What follows belongs to an exercise in optimizing a design on an open flow for small area, a short achievable clock period and few clock cycles; a production flow would make more cautious choices. At most, simulation tests tie the RTL to the original design; equivalence was not proved. No activity file was given, so power comes from the tool's default toggle rates.

## mac_array
module mac_array (
  input  logic        clk,
  input  logic        arst_n_in,
  input  logic        in_valid,
  output logic        in_ready,
  input  logic [63:0] a_in,
  input  logic [63:0] b_in,
  input  logic        in_last,
  input  logic        round_in,
  input  logic        sat_in,
  output logic        out_valid,
  input  logic        out_ready,
  output logic [63:0] out,
  output logic [3:0]  out_ovf
);
For scale: ~6000 cells after synthesis, ~1100 flip-flops.
==> module mac_lane, before the edit <==
module mac_lane #(
  parameter int unsigned NV = 85
) (
  input  logic        clk_i,
  input  logic        rst_ni,
  input  logic        take_i,     
  input  logic [15:0] a_i,
  input  logic [15:0] b_i,
  input  logic        v1_i,       
  input  logic        l1_i,       
  input  logic        rnd_i,      
  input  logic        rnd_f_i,    
  input  logic        sat_f_i,
  output logic [15:0] res_o,      
  output logic        ovf_o
);
  logic [15:0]   a_q;
  logic [7:0]    one_d, two_d, neg_d, one_q, two_q, neg_q;
  logic [NV-1:0] pv, pv_q;
  logic [47:0]   rs, rc;
  logic [47:15]  fin_q;
  always_comb begin
    for (int i = 0; i < 8; i++) begin
      {neg_d[i], two_d[i], one_d[i]} =
        mac_pkg::booth_enc(b_i[2*i+1], b_i[2*i], (i == 0) ? 1'b0 : b_i[2*i-1]);
    end
  end
  logic [15:0] a_n_q;
  logic [7:0]  one_n_q, two_n_q;
  always_ff @(posedge clk_i) begin
    a_n_q   <= take_i ? ~a_i : 16'hffff;
    one_n_q <= ~one_d;
    two_n_q <= ~two_d;
    neg_q   <= neg_d;
  end
  assign a_q   = ~a_n_q;
  assign one_q = ~one_n_q;
  assign two_q = ~two_n_q;
  mac_pp_tree u_pp (.a(a_q), .one(one_q), .two(two_q), .neg(neg_q), .v(pv));
  always_ff @(posedge clk_i) begin
    pv_q <= pv;
  end
  logic [47:0] acc_q, acc_g, acc_n, pend, t;
  logic [5:1]  cc_q, cc_g;
  logic [5:0]  co;
  logic        part_q;
  always_ff @(posedge clk_i or negedge rst_ni) begin
    if (!rst_ni) begin
      part_q <= 1'b0;
    end else if (v1_i) begin
      part_q <= ~l1_i;
    end
  end
  assign acc_g = part_q ? acc_q : 48'h0;
  assign cc_g  = part_q ? cc_q : 5'h0;
  mac_acc_tree u_acc (.v(pv_q), .acc(acc_g), .s(rs), .c(rc));
  for (genvar gj = 0; gj < 6; gj++) begin : g_blk
    mac_add8c u_blk (
      .a (rs[8*gj +: 8]),
      .b (rc[8*gj +: 8]),
      .ci((gj == 0) ? 1'b0 : cc_g[gj]),
      .co(co[gj]),
      .y (acc_n[8*gj +: 8])
    );
  end
  always_ff @(posedge clk_i) begin
    acc_q <= acc_n;
    cc_q  <= co[4:0];
  end
  always_comb begin
    pend = 48'h0;
    for (int j = 1; j < 6; j++) pend[8*j] = cc_q[j];
    pend[15] = rnd_i;
  end
  mac_add48 u_fin (.a(acc_q), .b(pend), .y(t));
  always_ff @(posedge clk_i) begin
    fin_q <= t[47:15];
  end
  logic wrap, sgn;
  always_comb begin
    wrap  = rnd_f_i & fin_q[47] & ~|fin_q[46:15];
    sgn   = fin_q[47] & ~wrap;
    ovf_o = ~(&fin_q[47:31] | ~|fin_q[47:31]);
    res_o = (sat_f_i & ovf_o) ? (sgn ? 16'h8000 : 16'h7fff) : fin_q[31:16];
  end
endmodule
Settings: LEC_CHECK=0, ABC_AREA=1, CAP_MARGIN=20, CORE_MARGIN=2, CORE_UTILIZATION=40, CTS_CLUSTER_DIAMETER=120, CTS_CLUSTER_SIZE=22, SETUP_SLACK_MARGIN=4.05, SLEW_MARGIN=20; clock period 7.0 ns.
standard.sh (not shown) runs the stock make flow with config.mk's settings and CLKGATE_MAP_FILE= SYNTH_SCRIPT=/design/flow/synth_recipe.tcl, a recipe that flattens the netlist after the stock synthesis.
==> flow/flow/run.sh <==
#!/bin/bash
# Standard layout flow, with the port buffers made from a regular buffer
# cell (the default pick is a delay cell). All tool output is in
# orfs/logs/ (per step) and in standard.log here.
set -euo pipefail
export BUFFER_PORTS_ARGS="-buffer_cell sky130_fd_sc_hd__buf_4"
bash standard.sh > standard.log 2>&1
The first run finished clean.
Testbench counts at the start, summed over its fixed seeds: cycles 20,723.
Then changed:
--- a/flow/design.v
+++ b/flow/design.v
@@ -34,15 +34,10 @@
     end
   end
-  logic [15:0] a_n_q;
-  logic [7:0]  one_n_q, two_n_q;
   always_ff @(posedge clk_i) begin
-    a_n_q   <= take_i ? ~a_i : 16'hffff;
-    one_n_q <= ~one_d;
-    two_n_q <= ~two_d;
-    neg_q   <= neg_d;
+    a_q   <= take_i ? a_i : 16'h0;
+    one_q <= one_d;
+    two_q <= two_d;
+    neg_q <= neg_d;
   end
-  assign a_q   = ~a_n_q;
-  assign one_q = ~one_n_q;
-  assign two_q = ~two_n_q;
   mac_pp_tree u_pp (.a(a_q), .one(one_q), .two(two_q), .neg(neg_q), .v(pv));
   always_ff @(posedge clk_i) begin
- sequential share of layout area came out lower by 1.2 points
- die area increases by 0.73%
- non-clock buffer count rises by 115
- first-iteration DRC count went up by 19%
- clock-buffer cell count came out higher by 2
- power rose by 0.30%
- combinational power stays flat
- synthesized cell count went up by 1.6%
- design area grows by 2.8%
Testbench counts after the change, summed over its fixed seeds: cycles 20,723.

---

mac_array, a different RTL version from the one above (not shown whole).
Size: ~1100 flip-flops, ~210 I/O pins, ~67000 µm² of cells after synthesis.
==> module mac_lane, before the edit <==
module mac_lane #(
  parameter int unsigned NV = 85
) (
  input  logic        clk_i,
  input  logic        rst_ni,
  input  logic        take_i,     
  input  logic [15:0] a_i,
  input  logic [15:0] b_i,
  input  logic        v1_i,       
  input  logic        l1_i,       
  input  logic        rnd_i,      
  input  logic        rnd_f_i,    
  input  logic        sat_f_i,
  output logic [15:0] res_o,      
  output logic        ovf_o
);
  logic [15:0]   a_q;
  logic [7:0]    one_d, two_d, neg_d, one_q, two_q, neg_q;
  logic [NV-1:0] pv, pv_q;
  logic [47:0]   rs, rc;
  logic [47:15]  fin_q;
  always_comb begin
    for (int i = 0; i < 8; i++) begin
      {neg_d[i], two_d[i], one_d[i]} =
        mac_pkg::booth_enc(b_i[2*i+1], b_i[2*i], (i == 0) ? 1'b0 : b_i[2*i-1]);
    end
  end
  always_ff @(posedge clk_i) begin
    a_q   <= take_i ? a_i : 16'h0;
    one_q <= one_d;
    two_q <= two_d;
    neg_q <= neg_d;
  end
  mac_pp_tree u_pp (.a(a_q), .one(one_q), .two(two_q), .neg(neg_q), .v(pv));
  always_ff @(posedge clk_i) begin
    pv_q <= pv;
  end
  logic [47:0] acc_q, acc_g, acc_n, pend, t;
  logic [5:1]  cc_q, cc_g;
  logic [5:0]  co;
  logic        part_q;
  always_ff @(posedge clk_i or negedge rst_ni) begin
    if (!rst_ni) begin
      part_q <= 1'b0;
    end else if (v1_i) begin
      part_q <= ~l1_i;
    end
  end
  assign acc_g = part_q ? acc_q : 48'h0;
  assign cc_g  = part_q ? cc_q : 5'h0;
  mac_acc_tree u_acc (.v(pv_q), .acc(acc_g), .s(rs), .c(rc));
  for (genvar gj = 0; gj < 6; gj++) begin : g_blk
    mac_add8c u_blk (
      .a (rs[8*gj +: 8]),
      .b (rc[8*gj +: 8]),
      .ci((gj == 0) ? 1'b0 : cc_g[gj]),
      .co(co[gj]),
      .y (acc_n[8*gj +: 8])
    );
  end
  always_ff @(posedge clk_i) begin
    acc_q <= acc_n;
    cc_q  <= co[4:0];
  end
  always_comb begin
    pend = 48'h0;
    for (int j = 1; j < 6; j++) pend[8*j] = cc_q[j];
    pend[15] = rnd_i;
  end
  mac_add48 u_fin (.a(acc_q), .b(pend), .y(t));
  always_ff @(posedge clk_i) begin
    fin_q <= t[47:15];
  end
  logic wrap, sgn;
  always_comb begin
    wrap  = rnd_f_i & fin_q[47] & ~|fin_q[46:15];
    sgn   = fin_q[47] & ~wrap;
    ovf_o = ~(&fin_q[47:31] | ~|fin_q[47:31]);
    res_o = (sat_f_i & ovf_o) ? (sgn ? 16'h8000 : 16'h7fff) : fin_q[31:16];
  end
endmodule
==> module mac_add8c, before the edit <==
module mac_add8c (
  input  logic [7:0] a,
  input  logic [7:0] b,
  input  logic        ci,
  output logic        co,
  output logic [7:0] y
);
  logic [7:0] g, p, x;
  logic [8:0]   c;
  logic [1:0] gg, gp;
  assign g = a & b;
  assign p = a | b;
  assign x = a ^ b;
  assign c[0] = ci;
  assign gg[0] = (g[3])
      | (g[2] & p[3])
      | (g[1] & p[2] & p[3])
      | (g[0] & p[1] & p[2] & p[3]);
  assign gp[0] = p[0] & p[1] & p[2] & p[3];
  assign gg[1] = (g[7])
      | (g[6] & p[7])
      | (g[5] & p[6] & p[7])
      | (g[4] & p[5] & p[6] & p[7]);
  assign gp[1] = p[4] & p[5] & p[6] & p[7];
  assign c[4] = (gg[0])
      | (ci & gp[0]);
  assign c[8] = (gg[1])
      | (gg[0] & gp[1])
      | (ci & gp[0] & gp[1]);
  assign c[1] = (g[0])
      | (c[0] & p[0]);
  assign c[2] = (g[1])
      | (g[0] & p[1])
      | (c[0] & p[0] & p[1]);
  assign c[3] = (g[2])
      | (g[1] & p[2])
      | (g[0] & p[1] & p[2])
      | (c[0] & p[0] & p[1] & p[2]);
  assign c[5] = (g[4])
      | (c[4] & p[4]);
  assign c[6] = (g[5])
      | (g[4] & p[5])
      | (c[4] & p[4] & p[5]);
  assign c[7] = (g[6])
      | (g[5] & p[6])
      | (g[4] & p[5] & p[6])
      | (c[4] & p[4] & p[5] & p[6]);
  assign y = x ^ c[7:0];
  assign co = c[8];
endmodule
clock: 7.0 ns
lec_check: 0
abc_area: 1
cap_margin: 20
core_margin: 2
core_utilization: 40
setup_slack_margin: 4.05
slew_margin: 20
run.sh (not shown) runs the stock make flow with config.mk's settings and CLKGATE_MAP_FILE= SYNTH_SCRIPT=/design/flow/synth_recipe.tcl, a recipe that flattens the netlist after the stock synthesis.
Stock flow here: none of the scripts above is used.
==> next run, changes <==
--- a/flow/design.v
+++ b/flow/design.v
@@ -42,39 +42,39 @@
   mac_pp_tree u_pp (.a(a_q), .one(one_q), .two(two_q), .neg(neg_q), .v(pv));
   always_ff @(posedge clk_i) begin
     pv_q <= pv;
   end
   logic [47:0] acc_q, acc_g, acc_n, pend, t;
-  logic [5:1]  cc_q, cc_g;
-  logic [5:0]  co;
+  logic [11:1] cc_q, cc_g;
+  logic [11:0] co;
   logic        part_q;
   always_ff @(posedge clk_i or negedge rst_ni) begin
     if (!rst_ni) begin
       part_q <= 1'b0;
     end else if (v1_i) begin
       part_q <= ~l1_i;
     end
   end
   assign acc_g = part_q ? acc_q : 48'h0;
-  assign cc_g  = part_q ? cc_q : 5'h0;
+  assign cc_g  = part_q ? cc_q : 11'h0;
   mac_acc_tree u_acc (.v(pv_q), .acc(acc_g), .s(rs), .c(rc));
-  for (genvar gj = 0; gj < 6; gj++) begin : g_blk
-    mac_add8c u_blk (
-      .a (rs[8*gj +: 8]),
-      .b (rc[8*gj +: 8]),
+  for (genvar gj = 0; gj < 12; gj++) begin : g_blk
+    mac_add4c u_blk (
+      .a (rs[4*gj +: 4]),
+      .b (rc[4*gj +: 4]),
       .ci((gj == 0) ? 1'b0 : cc_g[gj]),
       .co(co[gj]),
-      .y (acc_n[8*gj +: 8])
+      .y (acc_n[4*gj +: 4])
     );
   end
   always_ff @(posedge clk_i) begin
     acc_q <= acc_n;
-    cc_q  <= co[4:0];
+    cc_q  <= co[10:0];
   end
   always_comb begin
     pend = 48'h0;
-    for (int j = 1; j < 6; j++) pend[8*j] = cc_q[j];
+    for (int j = 1; j < 12; j++) pend[4*j] = cc_q[j];
     pend[15] = rnd_i;
   end
   mac_add48 u_fin (.a(acc_q), .b(pend), .y(t));
   always_ff @(posedge clk_i) begin
     fin_q <= t[47:15];
@@ -905,59 +905,42 @@
   assign s[46] = t149;
   assign c[46] = t148;
   assign s[47] = t151;
   assign c[47] = t150;
 endmodule
-module mac_add8c (
-  input  logic [7:0] a,
-  input  logic [7:0] b,
+module mac_add4c (
+  input  logic [3:0] a,
+  input  logic [3:0] b,
   input  logic        ci,
   output logic        co,
-  output logic [7:0] y
+  output logic [3:0] y
 );
-  logic [7:0] g, p, x;
-  logic [8:0]   c;
-  logic [1:0] gg, gp;
+  logic [3:0] g, p, x;
+  logic [4:0]   c;
+  logic [0:0] gg, gp;
   assign g = a & b;
   assign p = a | b;
   assign x = a ^ b;
   assign c[0] = ci;
   assign gg[0] = (g[3])
       | (g[2] & p[3])
       | (g[1] & p[2] & p[3])
       | (g[0] & p[1] & p[2] & p[3]);
   assign gp[0] = p[0] & p[1] & p[2] & p[3];
-  assign gg[1] = (g[7])
-      | (g[6] & p[7])
-      | (g[5] & p[6] & p[7])
-      | (g[4] & p[5] & p[6] & p[7]);
-  assign gp[1] = p[4] & p[5] & p[6] & p[7];
   assign c[4] = (gg[0])
       | (ci & gp[0]);
-  assign c[8] = (gg[1])
-      | (gg[0] & gp[1])
-      | (ci & gp[0] & gp[1]);
   assign c[1] = (g[0])
       | (c[0] & p[0]);
   assign c[2] = (g[1])
       | (g[0] & p[1])
       | (c[0] & p[0] & p[1]);
   assign c[3] = (g[2])
       | (g[1] & p[2])
       | (g[0] & p[1] & p[2])
       | (c[0] & p[0] & p[1] & p[2]);
-  assign c[5] = (g[4])
-      | (c[4] & p[4]);
-  assign c[6] = (g[5])
-      | (g[4] & p[5])
-      | (c[4] & p[4] & p[5]);
-  assign c[7] = (g[6])
-      | (g[5] & p[6])
-      | (g[4] & p[5] & p[6])
-      | (c[4] & p[4] & p[5] & p[6]);
-  assign y = x ^ c[7:0];
-  assign co = c[8];
+  assign y = x ^ c[3:0];
+  assign co = c[4];
 endmodule
 module mac_add48 (
   input  logic [47:0] a,
   input  logic [47:0] b,
   output logic [47:0] y
Effect: Total power falls by 5.1%. Register-to-register slack degrades by 0.02 ns. Critical path depth falls by 1. Cell count rises by 0.47%. Via count rises by 1.3%. Area after synthesis rises by 0.45%.
Function was not checked in any run of this note: the RTL went through the layout flow alone.

port drivers added, routing unchanged:
How much do the figures lean on ideal ports? The routed layouts below were timed once more, with nothing changed but the port constraints. Step 1: set_driving_cell puts a clkbuf_16 on clk and a buf_2 on each other input, an assumption about the parent block. Step 2 moves the port delays by t, midway between the first and last clock arrival at a register: inputs arrive t later, outputs are due t later. That takes back most of the time a late clock gives input paths. Slacks: no drivers / after step 1 / after step 2; pairs: no drivers / after step 1.
run	t, ns	slack for setup (ns)	hold slack, ns	latest minus earliest clock arrival (ns)	worst register clock-pin slew, ns
the first run of note 1	0.761	4.109 / 4.089 / 3.703	0.338 / 0.338 / 0.338	0.051 / 0.050	0.10 / 0.10
the second run of note 1	0.751	4.091 / 4.048 / 4.091	0.339 / 0.339 / 0.339	0.052 / 0.052	0.10 / 0.10
the first run of note 2	0.820	4.111 / 4.032 / 3.579	0.331 / 0.331 / 0.331	0.062 / 0.062	0.07 / 0.07
the second run of note 2	0.855	4.054 / 3.973 / 3.725	0.322 / 0.322 / 0.322	0.046 / 0.046	0.07 / 0.07
After both steps setup and hold are still met in every run listed. For the first run of note 2, which loses most, drivers alone change the setup slack by -0.079 ns; drivers and shift together by -0.532 ns.
